This is an optimization exercise on Yosys and OpenROAD, whose aim is small area, not a production implementation.
The RTL was checked by simulation tests, not by an equivalence proof against the original design.
Power and IR drop assume default switching activity.

==> branch delta: inputs <==
==> flow/design.v (excerpt) <==
module register_file
#(
  parameter int unsigned DATA_W   = mips_pkg::DATA_W,
  parameter int unsigned NUM_REGS = 32
) (
  input  logic              clk,
  input  logic              reset,
  input  logic              RegWrite,
  input  logic [mips_pkg::ADDR_W-1:0] Write_Register,
  input  logic [DATA_W-1:0] Write_Data,
  input  logic [mips_pkg::ADDR_W-1:0] Read_Register1,
  input  logic [mips_pkg::ADDR_W-1:0] Read_Register2,
  input  logic              ReadEn,
  output logic [DATA_W-1:0] Read_Data1,
  output logic [DATA_W-1:0] Read_Data2,
  output logic              Read_Valid
);
==> module rf_aoi222, before the edit <==
module rf_aoi222 (
  input  logic a0, b0, a1, b1, a2, b2,
  output logic y
);
  assign y = ~((a0 & b0) | (a1 & b1) | (a2 & b2));
endmodule
==> module rf_nand4, before the edit <==
module rf_nand4 (
  input  logic a, b, c, d,
  output logic y
);
  assign y = ~(a & b & c & d);
endmodule
==> module rf_tail, before the edit <==
module rf_tail (
  input  logic n0, n1, a0, b0, a1, b1,
  output logic y
);
  assign y = ~(n0 & n1 & ~((a0 & b0) | (a1 & b1)));
endmodule
==> module rf_or3, before the edit <==
module rf_or3 (
  input  logic a, b, c,
  output logic y
);
  assign y = a | b | c;
endmodule
==> module regfile_read_port, before the edit <==
module regfile_read_port
#(
  parameter int unsigned DATA_W   = mips_pkg::DATA_W,
  parameter int unsigned NUM_REGS = 32
) (
  input  logic                             clk,
  input  logic                             reset,
  input  logic                             rd_en_i,
  input  logic [mips_pkg::ADDR_W-1:0]      rd_addr_i,
  input  logic [NUM_REGS-1:0][DATA_W-1:0]  regs_i,
  input  logic [NUM_REGS-1:0]              valid_i,
  output logic [DATA_W-1:0]                rd_data_o
);
  localparam int unsigned NUM_TERMS  = NUM_REGS;
  localparam int unsigned NUM_GROUPS = NUM_TERMS / 3;
  logic [DATA_W-1:0]                rd_data_d, rd_data_q;
  logic [NUM_TERMS-1:0]             sel;
  logic [NUM_TERMS-1:0][DATA_W-1:0] term;
  logic [NUM_GROUPS-1:0][DATA_W-1:0] grp_n;
  always_comb begin
    sel[0]  = !rd_en_i;
    term[0] = rd_data_q;
    for (int unsigned i = 1; i < NUM_TERMS; i++) begin
      sel[i]  = rd_en_i && valid_i[i] && (rd_addr_i == mips_pkg::ADDR_W'(i));
      term[i] = regs_i[i];
    end
  end
  for (genvar b = 0; b < DATA_W; b++) begin : g_bit
    for (genvar g = 0; g < NUM_GROUPS; g++) begin : g_grp
      if (3 * g + 2 < NUM_TERMS) begin : g_3
        rf_aoi222 u_aoi (
          .a0 (sel[3*g]),   .b0 (term[3*g][b]),
          .a1 (sel[3*g+1]), .b1 (term[3*g+1][b]),
          .a2 (sel[3*g+2]), .b2 (term[3*g+2][b]),
          .y  (grp_n[g][b])
        );
      end
    end
  end
  for (genvar b = 0; b < DATA_W; b++) begin : g_red
    logic p0, p1, p2;
    rf_nand4 u_p0 (.a(grp_n[0][b]), .b(grp_n[1][b]), .c(grp_n[2][b]),  .d(grp_n[3][b]), .y(p0));
    rf_nand4 u_p1 (.a(grp_n[4][b]), .b(grp_n[5][b]), .c(grp_n[6][b]),  .d(grp_n[7][b]), .y(p1));
    rf_tail  u_p2 (.n0(grp_n[8][b]), .n1(grp_n[9][b]),
                   .a0(sel[30]), .b0(term[30][b]), .a1(sel[31]), .b1(term[31][b]), .y(p2));
    rf_or3   u_or (.a(p0), .b(p1), .c(p2), .y(rd_data_d[b]));
  end
  always_ff @(posedge clk or posedge reset) begin
    if (reset) begin
      rd_data_q <= '0;
    end else begin
      rd_data_q <= rd_data_d;
    end
  end
  assign rd_data_o = rd_data_q;
endmodule
==> module rf_ao22, before the edit <==
module rf_ao22 (
  input  logic a0, b0, a1, b1,
  output logic y
);
  assign y = (a0 & b0) | (a1 & b1);
endmodule
==> module register_file, before the edit <==
module register_file
#(
  parameter int unsigned DATA_W   = mips_pkg::DATA_W,
  parameter int unsigned NUM_REGS = 32
) (
  input  logic              clk,
  input  logic              reset,
  input  logic              RegWrite,
  input  logic [mips_pkg::ADDR_W-1:0] Write_Register,
  input  logic [DATA_W-1:0] Write_Data,
  input  logic [mips_pkg::ADDR_W-1:0] Read_Register1,
  input  logic [mips_pkg::ADDR_W-1:0] Read_Register2,
  input  logic              ReadEn,
  output logic [DATA_W-1:0] Read_Data1,
  output logic [DATA_W-1:0] Read_Data2,
  output logic              Read_Valid
);
  logic [NUM_REGS-1:0][DATA_W-1:0] regs_q;
  logic [NUM_REGS-1:0][DATA_W-1:0] regs_d;
  logic [NUM_REGS-1:0]             we, hold;
  logic [NUM_REGS-1:0]             valid_q;
  logic                            rvalid_q;
  always_comb begin
    we   = '0;
    hold = '1;
    for (int unsigned i = 1; i < NUM_REGS; i++) begin
      we[i]   = RegWrite && (Write_Register == mips_pkg::ADDR_W'(i));
      hold[i] = !(RegWrite && (Write_Register == mips_pkg::ADDR_W'(i)));
    end
  end
  assign regs_q[0]  = '0;
  assign valid_q[0] = 1'b0;
  for (genvar g = 1; g < NUM_REGS; g++) begin : g_reg
    for (genvar b = 0; b < DATA_W; b++) begin : g_bit
      rf_ao22 u_next (
        .a0 (we[g]),   .b0 (Write_Data[b]),
        .a1 (hold[g]), .b1 (regs_q[g][b]),
        .y  (regs_d[g][b])
      );
    end
    always_ff @(posedge clk) begin
      regs_q[g] <= regs_d[g];
    end
    always_ff @(posedge clk or posedge reset) begin
      if (reset) begin
        valid_q[g] <= 1'b0;
      end else if (we[g]) begin
        valid_q[g] <= 1'b1;
      end
    end
  end
  always_ff @(posedge clk or posedge reset) begin
    if (reset) begin
      rvalid_q <= 1'b0;
    end else begin
      rvalid_q <= ReadEn;
    end
  end
  regfile_read_port #(
    .DATA_W   (DATA_W),
    .NUM_REGS (NUM_REGS)
  ) u_rd_port1 (
    .clk       (clk),
    .reset     (reset),
    .rd_en_i   (ReadEn),
    .rd_addr_i (Read_Register1),
    .regs_i    (regs_q),
    .valid_i   (valid_q),
    .rd_data_o (Read_Data1)
  );
  regfile_read_port #(
    .DATA_W   (DATA_W),
    .NUM_REGS (NUM_REGS)
  ) u_rd_port2 (
    .clk       (clk),
    .reset     (reset),
    .rd_en_i   (ReadEn),
    .rd_addr_i (Read_Register2),
    .regs_i    (regs_q),
    .valid_i   (valid_q),
    .rd_data_o (Read_Data2)
  );
  assign Read_Valid = rvalid_q;
endmodule
==> flow/config.mk <==
export PLATFORM = sky130hd
export DESIGN_NAME = register_file
export DESIGN_NICKNAME = register_file
export VERILOG_FILES = /design/flow/design.v
export SDC_FILE = /design/flow/constraint.sdc
export NUM_CORES = 4
export LEC_CHECK = 0
export CAP_MARGIN = 10
export CORE_MARGIN = 2
export CORE_UTILIZATION = 45
export SLEW_MARGIN = 10
export SYNTH_HIERARCHICAL = 1
==> flow/constraint.sdc <==
create_clock -name core_clock -period 5.0 [get_ports {clk}]
set_input_delay 1.0000 -clock core_clock [delete_from_list [all_inputs] [get_ports {clk}]]
set_output_delay 1.0000 -clock core_clock [all_outputs]
set_load 0.01 [all_outputs]
standard.sh (not shown) runs the stock make flow with config.mk's settings and CLKGATE_MAP_FILE= SYNTH_SCRIPT=/design/flow/synth_recipe.tcl, a recipe that flattens the netlist after the stock synthesis.
==> flow/flow/run.sh <==
#!/bin/bash
set -e
export BUFFER_PORTS_ARGS="-buffer_cell sky130_fd_sc_hd__buf_1"
export CTS_ARGS="-sink_clustering_enable -repair_clock_nets -dont_use_dummy_load -buf_list sky130_fd_sc_hd__clkbuf_8 -sink_clustering_size 16 -sink_clustering_max_diameter 60"
bash standard.sh > standard.log 2>&1
==> branch nickel: changes against branch delta <==
==> flow/design.v (replaced) <==
package mips_pkg;
  localparam int unsigned DATA_W = 32;
  localparam int unsigned ADDR_W = 5;
  typedef logic [ADDR_W-1:0] reg_addr_t;
  localparam reg_addr_t REG_ZERO = reg_addr_t'(0);
  localparam reg_addr_t REG_RA   = reg_addr_t'(31);
  function automatic logic addr_hit(input logic en, input reg_addr_t wr_addr, input reg_addr_t rd_addr);
    addr_hit = en && (wr_addr != REG_ZERO) && (wr_addr == rd_addr);
  endfunction
endpackage
import mips_pkg::*;
module regfile_read_port
#(
  parameter int unsigned DATA_W   = mips_pkg::DATA_W,
  parameter int unsigned NUM_REGS = 32
) (
  input  logic                             clk,
  input  logic                             reset,
  input  logic                             rd_en_i,
  input  logic [mips_pkg::ADDR_W-1:0]                rd_addr_i,
  input  logic [NUM_REGS-1:0][DATA_W-1:0]  regs_i,
  input  logic                             wr_en_i,
  input  logic [mips_pkg::ADDR_W-1:0]                wr_addr_i,
  input  logic [DATA_W-1:0]                wr_data_i,
  output logic [DATA_W-1:0]                rd_data_o
);
  logic [DATA_W-1:0] rd_data_d, rd_data_q;
  logic unused_wr;
  assign unused_wr = ^{wr_en_i, wr_addr_i, wr_data_i};
  always_comb begin
    rd_data_d = '0;
    for (int unsigned i = 0; i < NUM_REGS; i++) begin
      if (rd_addr_i == ADDR_W'(i)) begin
        rd_data_d = regs_i[i];
      end
    end
    if (!rd_en_i) begin
      rd_data_d = rd_data_q;
    end
  end
  always_ff @(posedge clk or posedge reset) begin
    if (reset) begin
      rd_data_q <= '0;
    end else begin
      rd_data_q <= rd_data_d;
    end
  end
  assign rd_data_o = rd_data_q;
endmodule
import mips_pkg::*;
module register_file
#(
  parameter int unsigned DATA_W   = mips_pkg::DATA_W,
  parameter int unsigned NUM_REGS = 32
) (
  input  logic              clk,
  input  logic              reset,
  input  logic              RegWrite,
  input  logic [mips_pkg::ADDR_W-1:0] Write_Register,
  input  logic [DATA_W-1:0] Write_Data,
  input  logic [mips_pkg::ADDR_W-1:0] Read_Register1,
  input  logic [mips_pkg::ADDR_W-1:0] Read_Register2,
  input  logic              ReadEn,
  output logic [DATA_W-1:0] Read_Data1,
  output logic [DATA_W-1:0] Read_Data2,
  output logic              Read_Valid
);
  logic [NUM_REGS-1:0][DATA_W-1:0] regs_d, regs_q;
  logic                            valid_q;
  always_comb begin
    regs_d    = regs_q;
    regs_d[0] = '0;
    for (int unsigned i = 1; i < NUM_REGS; i++) begin
      if (RegWrite && (Write_Register == ADDR_W'(i))) begin
        regs_d[i] = Write_Data;
      end
    end
  end
  always_ff @(posedge clk or posedge reset) begin
    if (reset) begin
      regs_q  <= '0;
      valid_q <= 1'b0;
    end else begin
      regs_q  <= regs_d;
      valid_q <= ReadEn;
    end
  end
  regfile_read_port #(
    .DATA_W   (DATA_W),
    .NUM_REGS (NUM_REGS)
  ) u_rd_port1 (
    .clk       (clk),
    .reset     (reset),
    .rd_en_i   (ReadEn),
    .rd_addr_i (Read_Register1),
    .regs_i    (regs_q),
    .wr_en_i   (RegWrite),
    .wr_addr_i (Write_Register),
    .wr_data_i (Write_Data),
    .rd_data_o (Read_Data1)
  );
  regfile_read_port #(
    .DATA_W   (DATA_W),
    .NUM_REGS (NUM_REGS)
  ) u_rd_port2 (
    .clk       (clk),
    .reset     (reset),
    .rd_en_i   (ReadEn),
    .rd_addr_i (Read_Register2),
    .regs_i    (regs_q),
    .wr_en_i   (RegWrite),
    .wr_addr_i (Write_Register),
    .wr_data_i (Write_Data),
    .rd_data_o (Read_Data2)
  );
  assign Read_Valid = valid_q;
endmodule
==> flow/run.sh (new file) <==
#!/bin/bash
# synth_recipe.tcl (not shown) runs the flow's synth.tcl, then flattens the netlist and writes it again
# the make line also repeats each setting of config.mk as NAME=value (left out here)
make -C /OpenROAD-flow-scripts/flow DESIGN_CONFIG=/design/flow/config.mk WORK_HOME=/design/flow/orfs CLKGATE_MAP_FILE= SYNTH_SCRIPT=/design/flow/synth_recipe.tcl finish
- CAP_MARGIN: 10 -> 20
- CORE_UTILIZATION: 45 -> 40
- SLEW_MARGIN: 10 -> 20
- SYNTH_HIERARCHICAL: 1 -> not set
removed: flow/flow/run.sh
removed: flow/standard.sh
==> comparison <==
Branch nickel finished clean. Branch delta finished with timing, DRC and antenna clean.
First-iteration DRC count: branch nickel is smaller than branch delta (about 8%).
In branch nickel the non-clock buffer count is higher than in branch delta, by 342.
Against branch delta, the worst hold slack of branch nickel is higher by 0.30 ns.
Of branch delta and branch nickel, branch delta has the higher core utilization (gap 3.0 points).
Routed wire length: branch nickel is larger than branch delta (about 60%).
==> figures <==
Result of the run: branch delta timing/DRC/antenna clean; branch nickel timing/DRC/antenna clean
Power Internal: branch delta 13290 uW; branch nickel 18020 uW
Total via count in the routed design: branch delta 41230; branch nickel 54960
Number of antenna violations at the first check in global routing: branch delta 32; branch nickel 42
Worst reg2reg path depth: branch delta 5; branch nickel 6
Core utilization of the finished layout: branch delta 50.21%; branch nickel 47.23%
Layout cells sized above 1: branch delta 8.743%; branch nickel 31.55%
Ratio of layout area to synthesized area: branch delta 1.1043x; branch nickel 1.1700x
GR Util met2: branch delta 60.40%; branch nickel 60.93%
Clk pwr: branch delta 4520 uW; branch nickel 9640 uW
Net Sw Power: branch delta 5618 uW; branch nickel 8701 uW

## static timing again, ports no longer ideal
The flow's constraints put no driver on any port. The routed layouts listed below were extracted and timed again, unchanged, in two steps. Step 1 sets driving cells, clkbuf_16 on the clock port and buf_2 on the other inputs (assumed; they add their load-dependent delay and slew). Step 2 adds t to the input delays and takes it off the output delays; t is the mean of the earliest and latest rising clock arrival at the registers after step 1. Input paths then give back, and output paths get back, about the clock's delay inside the block. Slacks: no drivers / after step 1 / after step 2; pairs: no drivers / after step 1.
run	t (ns)	setup slack, ns	slew at the worst register clock pin (ns)	worst data-port slew with drivers (ns)
branch delta	0.833	1.371 / 1.370 / 0.537	0.11 / 0.11	0.18
branch nickel	0.850	0.683 / 0.705 / -0.145	0.07 / 0.07	0.13
Met with ideal ports but missed after step 2: setup timing in branch nickel. For branch delta, which loses most, drivers alone change the setup slack by -0.001 ns; drivers and shift together by -0.834 ns.
